From an optimization exercise on the open Yosys and OpenROAD flow, aimed at small area, a short achievable clock period and few clock cycles per item; shortcuts taken in it are not production practice. In this exercise RTL edits were held to simulation tests only and were not proved equivalent to the original. Power figures rest on the tool's default switching activity, not on a simulated workload.

==> flow/design.v, too long to show whole: its modules and the start of the top module <==
// module two_mode_motion_tween_unit: 2743 lines
module two_mode_motion_tween_unit #(
  parameter int unsigned FRACTION_BITS    = 16,
  parameter int unsigned SINE_TABLE_DEPTH = 1024
) (
  input  wire logic        clk,
  input  wire logic        rst,
  input  wire logic        s_tvalid,
  output logic             s_tready,
  input  wire logic [7:0]  s_tdata,     
  output logic             m_tvalid,
  input  wire logic        m_tready,
  output logic [31:0]      m_tdata,     
  output logic             m_tlast,     
  input  wire logic        cfg_valid,
  output logic             cfg_ready,
  input  wire logic [2:0]  cfg_index,
  input  wire logic [15:0] cfg_data
);
  // ...
==> flow/run.sh <==
#!/bin/bash
# synth_recipe.tcl (not shown) runs the flow's synth.tcl, then flattens the netlist and writes it again
# the make line also repeats each setting of config.mk as NAME=value (left out here)
make -C /OpenROAD-flow-scripts/flow DESIGN_CONFIG=/design/flow/config.mk WORK_HOME=/design/flow/orfs CLKGATE_MAP_FILE= SYNTH_SCRIPT=/design/flow/synth_recipe.tcl finish
==> flow/config.mk <==
export PLATFORM = sky130hd
export DESIGN_NAME = two_mode_motion_tween_unit
export DESIGN_NICKNAME = two_mode_motion_tween_unit
export VERILOG_FILES = /design/flow/design.v
export SDC_FILE = /design/flow/constraint.sdc
export NUM_CORES = 4
export LEC_CHECK = 0
export CAP_MARGIN = 20
export CORE_MARGIN = 2
export CORE_UTILIZATION = 40
export SETUP_SLACK_MARGIN = 5
export SLEW_MARGIN = 20
export SYNTH_MEMORY_MAX_BITS = 32768
==> flow/constraint.sdc <==
create_clock -name core_clock -period 11.0 [get_ports {clk}]
set_input_delay 2.2000 -clock core_clock [delete_from_list [all_inputs] [get_ports {clk}]]
set_output_delay 2.2000 -clock core_clock [all_outputs]
set_load 0.01 [all_outputs]
==> results.sh, run 1 <==
export IMPL_fp_dieW_um=351.6
export IMPL_layout_common_cells="nand2_1, inv_1, ha_1"
export IMPL_fin_skew_ns=0.03832
export IMPL_ys_seq_area_share_pct=21.14
export IMPL_vias=45870
export IMPL_slew_headroom_pct=11.78
export IMPL_maxCapViolCount=0
export IMPL_multi_input_area_share_pct=66.15
export IMPL_path_class="in2reg"
export IMPL_start_util_pct=40.29
export IMPL_pg_clk_mw=2.15
export IMPL_dp_slack_ns=3.055
export IMPL_clk_pin_slew_worst_paths_ns=0.08
export IMPL_firstDrtPassIters=7
export IMPL_remaining_drc_errors=0
export IMPL_fp_dieH_um=351.6
export IMPL_synth_compound_area_share_pct=24.51
export IMPL_cpPeakStageDelay_ns=0.54
export IMPL_met3_usage_pct=4.631
export IMPL_instances_no_fill=7422
export IMPL_grt_antenna_before_repair=1
export IMPL_path_cells="clkdlybuf4s50_1 -> nor2b_4 -> clkinvlp_4 -> o21ai_2 -> nor2_2 -> o211a_2 -> nor2_4 -> buf_4 -> o311ai_0 -> o31a_2 -> buf_12 -> inv_6 -> buf_4 -> nor2_2 -> a32oi_1 -> o311ai_1 -> nand4_1"
export IMPL_fillers=11780
export IMPL_status="timing/DRC/antenna clean"
export IMPL_antennaDiodeCount=0
export IMPL_clock_area_share_pct=3.978
export IMPL_ys_ff_latch=441
export IMPL_hold_end="m_tlast$_DFFE_PN_"
export IMPL_top_layer_used="met5"
export IMPL_htree_levels=2
export IMPL_layout_commonest_cell="nand2_1"
export IMPL_rsz0062_at_grt="true"
export IMPL_cts_resized=145
export IMPL_leakagePower_nw=21.49
export IMPL_post_cts_setup_buffer_count=19
export IMPL_synth_common_cells="nand2_1, inv_1, ha_1"
export IMPL_ys_types=104
export IMPL_max_freq_ghz=0.1678
export IMPL_arrival_ns=6.49
export IMPL_largest_reg_flops=32
Testbench counts, summed over its fixed seeds: cycles 9,328, items 7,756.
==> run 2: changes to the inputs <==
--- a/flow/design.v
+++ b/flow/design.v
@@ -24,17 +24,17 @@
   input  wire logic        m_tready,
   output logic [31:0]      m_tdata,     
   output logic             m_tlast,     
   input  wire logic        cfg_valid,
   output logic             cfg_ready,
   input  wire logic [2:0]  cfg_index,
   input  wire logic [15:0] cfg_data
 );
-  localparam int unsigned DS = 2;           
+  localparam int unsigned DS = 1;           
   localparam int unsigned DC = 16 / DS;     
   function automatic logic [16:0] rcp_q(input logic [5:0] a);
     logic [16:0] v;
     case (a)
       6'd0: v = 17'd65536;
       6'd1: v = 17'd65536;
       6'd2: v = 17'd32768;
       6'd3: v = 17'd21845;
@@ -1644,17 +1644,17 @@
   function automatic logic [10:0] sidx(input logic [16:0] v);
     sidx = v[16:6] + {10'd0, v[5]};
   endfunction
   logic past, done;
   assign past = !in_rs && past_k;
   assign done = !in_rs && done_k;
   assign pop  = in_v && !stall && (in_rs || past_k || (qs && q0v && ixv));
   logic        dv_busy, dv_kj;
-  logic [3:0]  dv_cnt;
+  logic [4:0]  dv_cnt;
   logic [15:0] drem_nx;
   logic [16:0] dquo_nx;
   logic        dv_fin;
   always_comb begin
     logic [16:0] t2;
     drem_nx = r;
     dquo_nx = q;
     for (int j = 0; j < DS; j++) begin
@@ -1663,17 +1663,17 @@
         drem_nx = 16'(t2 - {1'b0, n_eff});
         dquo_nx = {dquo_nx[15:0], 1'b1};
       end else begin
         drem_nx = t2[15:0];
         dquo_nx = {dquo_nx[15:0], 1'b0};
       end
     end
   end
-  assign dv_fin = dv_busy && (dv_cnt == 4'd1);
+  assign dv_fin = dv_busy && (dv_cnt == 5'd1);
   logic [16:0] q0_res;
   logic [15:0] r0_res;
   assign q0_res = dquo_nx;
   assign r0_res = drem_nx;
   logic k_zero, k_one, k_in, k_eqn;
   assign k_zero = (k == 17'd0);
   assign k_one  = (k == 17'd1);
   assign k_in   = !(k > {1'b0, n_eff});
@@ -1693,17 +1693,17 @@
       rmp     <= 1'b0;
       ix      <= '0;
       ixv     <= 1'b1;
       dv_busy <= 1'b0;
       dv_kj   <= 1'b0;
     end else if (n_wr) begin
       qs      <= 1'b0;
       dv_kj   <= 1'b0;
-      dv_cnt  <= 4'(DC);
+      dv_cnt  <= 5'(DC);
       r       <= 16'd1;
       q       <= '0;
       rmp     <= 1'b0;
       ixv     <= 1'b0;
       if (cfg_data[15:6] == '0) begin
         Q0      <= rcp_q(cfg_data[5:0]);
         R0      <= {10'd0, rcp_r(cfg_data[5:0])};
         Rm      <= {10'h3ff, rcp_m(cfg_data[5:0])};
@@ -1719,17 +1719,17 @@
         ix  <= idx_k;
         ixv <= 1'b1;
       end
       if (rmp) begin
         Rm  <= {1'b0, R0} - {1'b0, n_eff};
         q0v <= 1'b1;
         rmp <= 1'b0;
       end
-      if (dv_busy) dv_cnt <= dv_cnt - 4'd1;
+      if (dv_busy) dv_cnt <= dv_cnt - 5'd1;
       if (dv_busy && !dv_kj) begin
         ixv <= 1'b0;
         if (!dv_fin) begin
           q <= dquo_nx;
           r <= drem_nx;
           if (tick_step) qs <= 1'b0;
         end else begin
           Q0      <= q0_res;
@@ -1759,17 +1759,17 @@
         ixv <= 1'b0;
         if (dv_fin) begin
           qs      <= 1'b1;
           dv_busy <= 1'b0;
         end
       end else if (q0v && !qs && k_in) begin
         dv_busy <= 1'b1;
         dv_kj   <= 1'b1;
-        dv_cnt  <= 4'(DC);
+        dv_cnt  <= 5'(DC);
         r       <= k_eqn ? 16'd0 : k[15:0];
         q       <= {16'd0, k_eqn};
         ixv     <= 1'b0;
       end
     end
   end
   logic        v2, fe2, dn2;
   logic [15:0] f2;
==> run 2 against run 1 <==
Still clean on timing, DRC and antenna; non-clock buffer count rose by 30; sequential share of layout area rose by 0.31 points; count of clock-buffer cells in the layout rose by 14; first-iteration DRC count rose by 1.2%; hold slack improved by 0.0040 ns; cell count fell by 1.2%; sequential power rose by 4%; die area fell by 0.96%; worst setup slack improved by 0.028 ns; clock power fell by 13%; via count fell by 2.3%; register-to-register slack improved by 0.02 ns.
==> results.sh, run 2 <==
export IMPL_synth_top_family_by_area="compound AO/OA/AOI/OAI gates"
export IMPL_max_freq_ghz=0.1686
export IMPL_ys_ff_latch=442
export IMPL_dieArea_sq_mm=0.1224
export IMPL_path_class="in2reg"
export IMPL_finish_net_count=6356
export IMPL_hold_ws_ns=0.4293
export IMPL_syn_cell_area_sq_mm=0.04787
export IMPL_cts_tree="yes"
export IMPL_regMostFlops="m_tdata"
export IMPL_critical_path_top_delay_family="compound AO/OA/AOI/OAI gates"
export IMPL_setup_violations=0
export IMPL_core_area_sq_mm=0.1184
export IMPL_firstDrtPassIters=6
export IMPL_remaining_drc_errors=0
export IMPL_clk_latency_ns=0.65
export IMPL_setup_tns_ns=0
export IMPL_async_flop_share_pct=0
export IMPL_hpwl_um=115600
export IMPL_synth_edf_count=140
export IMPL_routabilityCongestion=0.9522
export IMPL_vias=44820
export IMPL_finalCritPeriodShare_pct=53.93
export IMPL_start_util_pct=40.43
export IMPL_cpPeakStageDelay_ns=0.50
export IMPL_arrival_ns=6.42
export IMPL_power_frac_clock_pct=17.5
export IMPL_status="timing/DRC/antenna clean"
export IMPL_clockBufferDepth=3
export IMPL_yosysTopAreaCell="dfxtp_1"
export IMPL_fp_dieH_um=349.9
export IMPL_path_cells="clkdlybuf4s50_1 -> mux2_4 -> buf_12 -> o21ai_2 -> o21ai_4 -> buf_4 -> o21ai_1 -> o21ba_4 -> mux2_4 -> nor2_4 -> inv_6 -> buf_6 -> nor2_1 -> o21ai_0 -> o211a_1 -> o21ai_0 -> o22ai_1"
export IMPL_slew_headroom_pct=28.01
export IMPL_synthSimpleGateAreaFrac_pct=14.76
export IMPL_worst_path_buf_inv=5
export IMPL_synth_area_per_cell_sq_um=8.236
export IMPL_cts_made_buffers=56
export IMPL_detail_route_antenna_nets=0
export IMPL_p_int_mw=5.781
export IMPL_largest_reg_flops=32
export IMPL_maxCapViolCount=0
export IMPL_yosysMostFrequentCell="nand2_1"
export IMPL_htree_levels=2
export IMPL_yosysWarningCount=1
export IMPL_syn_to_final_growth_pct=11.24
export IMPL_ir_drop_uv=185.1
export IMPL_ioPinCount=68
export IMPL_viasPerCell=6.113
export IMPL_synth_common_cells="nand2_1, inv_1, ha_1"
export IMPL_clk_pin_slew_worst_paths_ns=0.06
export IMPL_grt_pass1_wl_um=255700
export IMPL_pwr_share_comb_pct=57.7
export IMPL_slowest_stage="clkdlybuf4s50_1"
export IMPL_ys_types=109
export IMPL_numClockSinks=442
export IMPL_synth_area_leaders="dfxtp_1, ha_1, fa_1"
export IMPL_synth_compound_area_share_pct=24.40
export IMPL_grt_pass1_vias=42870
export IMPL_power_frac_seq_pct=24.8
export IMPL_wl_um=167700
export IMPL_synthFlopType="dfxtp_1"
export IMPL_fp_dieW_um=349.9
export IMPL_power_density_mw_per_mm2=201.4
export IMPL_dr_first_iter_drc_count=5039
export IMPL_layout_common_cells="nand2_1, inv_1, ha_1"
export IMPL_fin_skew_ns=0.01844
export IMPL_grt_use_total_pct=26.39
export IMPL_ys_seq_area_share_pct=21.41
export IMPL_crit_path_end_kind="register"
export IMPL_hold_path_class="reg2reg"
export IMPL_cp_required_ns=11.49
export IMPL_drive_above_1_share_pct=12.69
export IMPL_portBuffers=59
export IMPL_syn_nets=6484
export IMPL_tightest_slew_ns=1.075
export IMPL_grt_max_degree=74
export IMPL_period_needed_ns=5.933
export IMPL_reg_largest_list="m_tdata x32, tx x19, ty x19"
export IMPL_wl_per_cell_um=22.88
export IMPL_rsz0062_at_grt="true"
export IMPL_clock_root_buffer="clkbuf_16"
export IMPL_grt_antenna_before_repair=1
export IMPL_crit_fanout=41
export IMPL_gr_total_overflow=0
export IMPL_synth_adder_area_share_pct=20.56
export IMPL_synth_xor_area_share_pct=3.785
export IMPL_synth_top_area_share_pct=12.63
export IMPL_layout_commonest_cell="nand2_1"
export IMPL_drv_slew=0
export IMPL_switching_share_pct=46.10
export IMPL_start_kind="input pin"
export IMPL_leakagePower_nw=21.26
export IMPL_syn_inst=5812
export IMPL_muxShareOfSynthArea_pct=7.442
export IMPL_p_sw_mw=4.944
export IMPL_finalPower_mw=10.73
export IMPL_rows=126
export IMPL_hold_viol_final=0
==> run 2: cell count changes in the layout (fill, tap and decap cells not counted), moves of 14 or more <==
cell | before | now
or3_1 | 42 | 28
buf_4 | 119 | 136
a311oi_1 | 16 | 38
o21ai_0 | 331 | 291
nand2_1 | 627 | 655
nor3_1 | 112 | 94
inv_1 | 515 | 498
a21oi_1 | 386 | 358
ha_1 | 396 | 380
a31oi_1 | 54 | 36
o211ai_1 | 63 | 82
nor2_1 | 372 | 351
==> run 2: layer usage <==
layer	global-route usage, %	routed length, um	vias to the layer above
met5	0	12	-
met4	9.914	5854	2
met3	4.236	14340	396
met2	41.63	75320	2209
met1	36.17	72200	21620
li1	-	-	20600
==> run 2: final timing paths <==
| check | from | endpoint | cells after the start | slack [ns] |
|---|---|---|---|---|
| max | s_tdata[0] | register | 17 | 5.07 |
| min | dn3$_DFFE_PN_ | m_tlast$_DFFE_PN_ | 0 | 0.43 |
| max reg2reg | r[13]$_SDFFE_PP0P_ | register | 25 | 5.10 |
| min reg2reg | dn3$_DFFE_PN_ | m_tlast$_DFFE_PN_ | 0 | 0.43 |
==> run 2: through the flow <==
step / setup slack [ns] / cell area [sq um] / utilization, % / std cells
finish: 5.067 / 53240 / 44.97 / 7332
global route: 4.911 / 53240 / 44.97 / 7331
CTS: 4.966 / 52400 / 44.26 / 7279
detailed placement: 2.798 / 49930 / 42.18 / 7150
global placement: 2.850 / 49930 / 42.18 / 7150
floorplan: 3.689 / 48650 / - / 5812
==> run 2: cells by family (layout without fill, tap and decap cells) <==
logic type / Yosys count / after routing
multiplexers: 318 / 318
AND/OR/NAND/NOR: 1563 / 1564
other: 1 / 2
flip-flops: 442 / 442
AO/OA/AOI/OAI: 1708 / 1708
adder cells (fa/ha/maj): 641 / 641
XOR/XNOR: 206 / 206
buffers and inverters: 933 / 851
==> run 2: timing repair <==
item,4_1_cts,5_1_grt
gates resized for setup,95,93
setup endpoints to repair,32,43
buffers inserted,21,45
hold buffers,0,0
pin swaps,10,19
gates cloned,3,7
==> run 2: cell type report <==
type,instances,area [sq um]
Sequential cell,442,10260
Fill cell,11570,65150
Tap cell,1600,2002
Timing Repair Buffer,227,2192
Clock buffer,87,1698
Timing Repair inverter,1,8.758
Inverter,518,2006
Multi-Input combinational cell,4438,34920
Antenna cell,1,2.502
Clock inverter,18,162.7
==> run 2: power groups by stage <==
stage / Clock, mW / Sequential [mW] / Combinational (mW)
detailed placement: 0 / 2.66 / 5.82
floorplan: 0 / 2.40 / 4.36
global placement: 0 / 2.65 / 5.76
global route: 1.98 / 2.68 / 6.78
CTS: 1.92 / 2.63 / 5.99
finish: 1.87 / 2.66 / 6.19
Testbench counts of run 2, summed over its fixed seeds: cycles 9,528, items 7,756.

## re-timing with driven ports
How much do the figures lean on ideal ports? The routed layouts below were timed once more, with nothing changed but the port constraints.
Step 1 (the two cells are an assumption about what drives the block):
set clk [get_ports {clk}]
set_driving_cell -lib_cell sky130_fd_sc_hd__clkbuf_16 $clk
set_driving_cell -lib_cell sky130_fd_sc_hd__buf_2 [delete_from_list [all_inputs] $clk]
Step 2 adds t to the input delays and takes it off the output delays; t is the mean of the earliest and latest rising clock arrival at the registers after step 1. Input paths then give back, and output paths get back, about the clock's delay inside the block.
Slacks: no drivers / after step 1 / after step 2; pairs: no drivers / after step 1.
| run | t, ns | slack for setup (ns) | worst setup path at the end | clock arrival spread, ns |
|---|---|---|---|---|
| run 1 | 0.732 | 5.039 / 5.078 / 4.350 | input to register | 0.038 / 0.039 |
| run 2 | 0.718 | 5.067 / 5.103 / 4.392 | input to register | 0.024 / 0.024 |
After both steps every run listed still meets setup and hold. The setup slack of run 1, which loses most, moves by +0.039 ns with the drivers and by -0.689 ns with both steps.
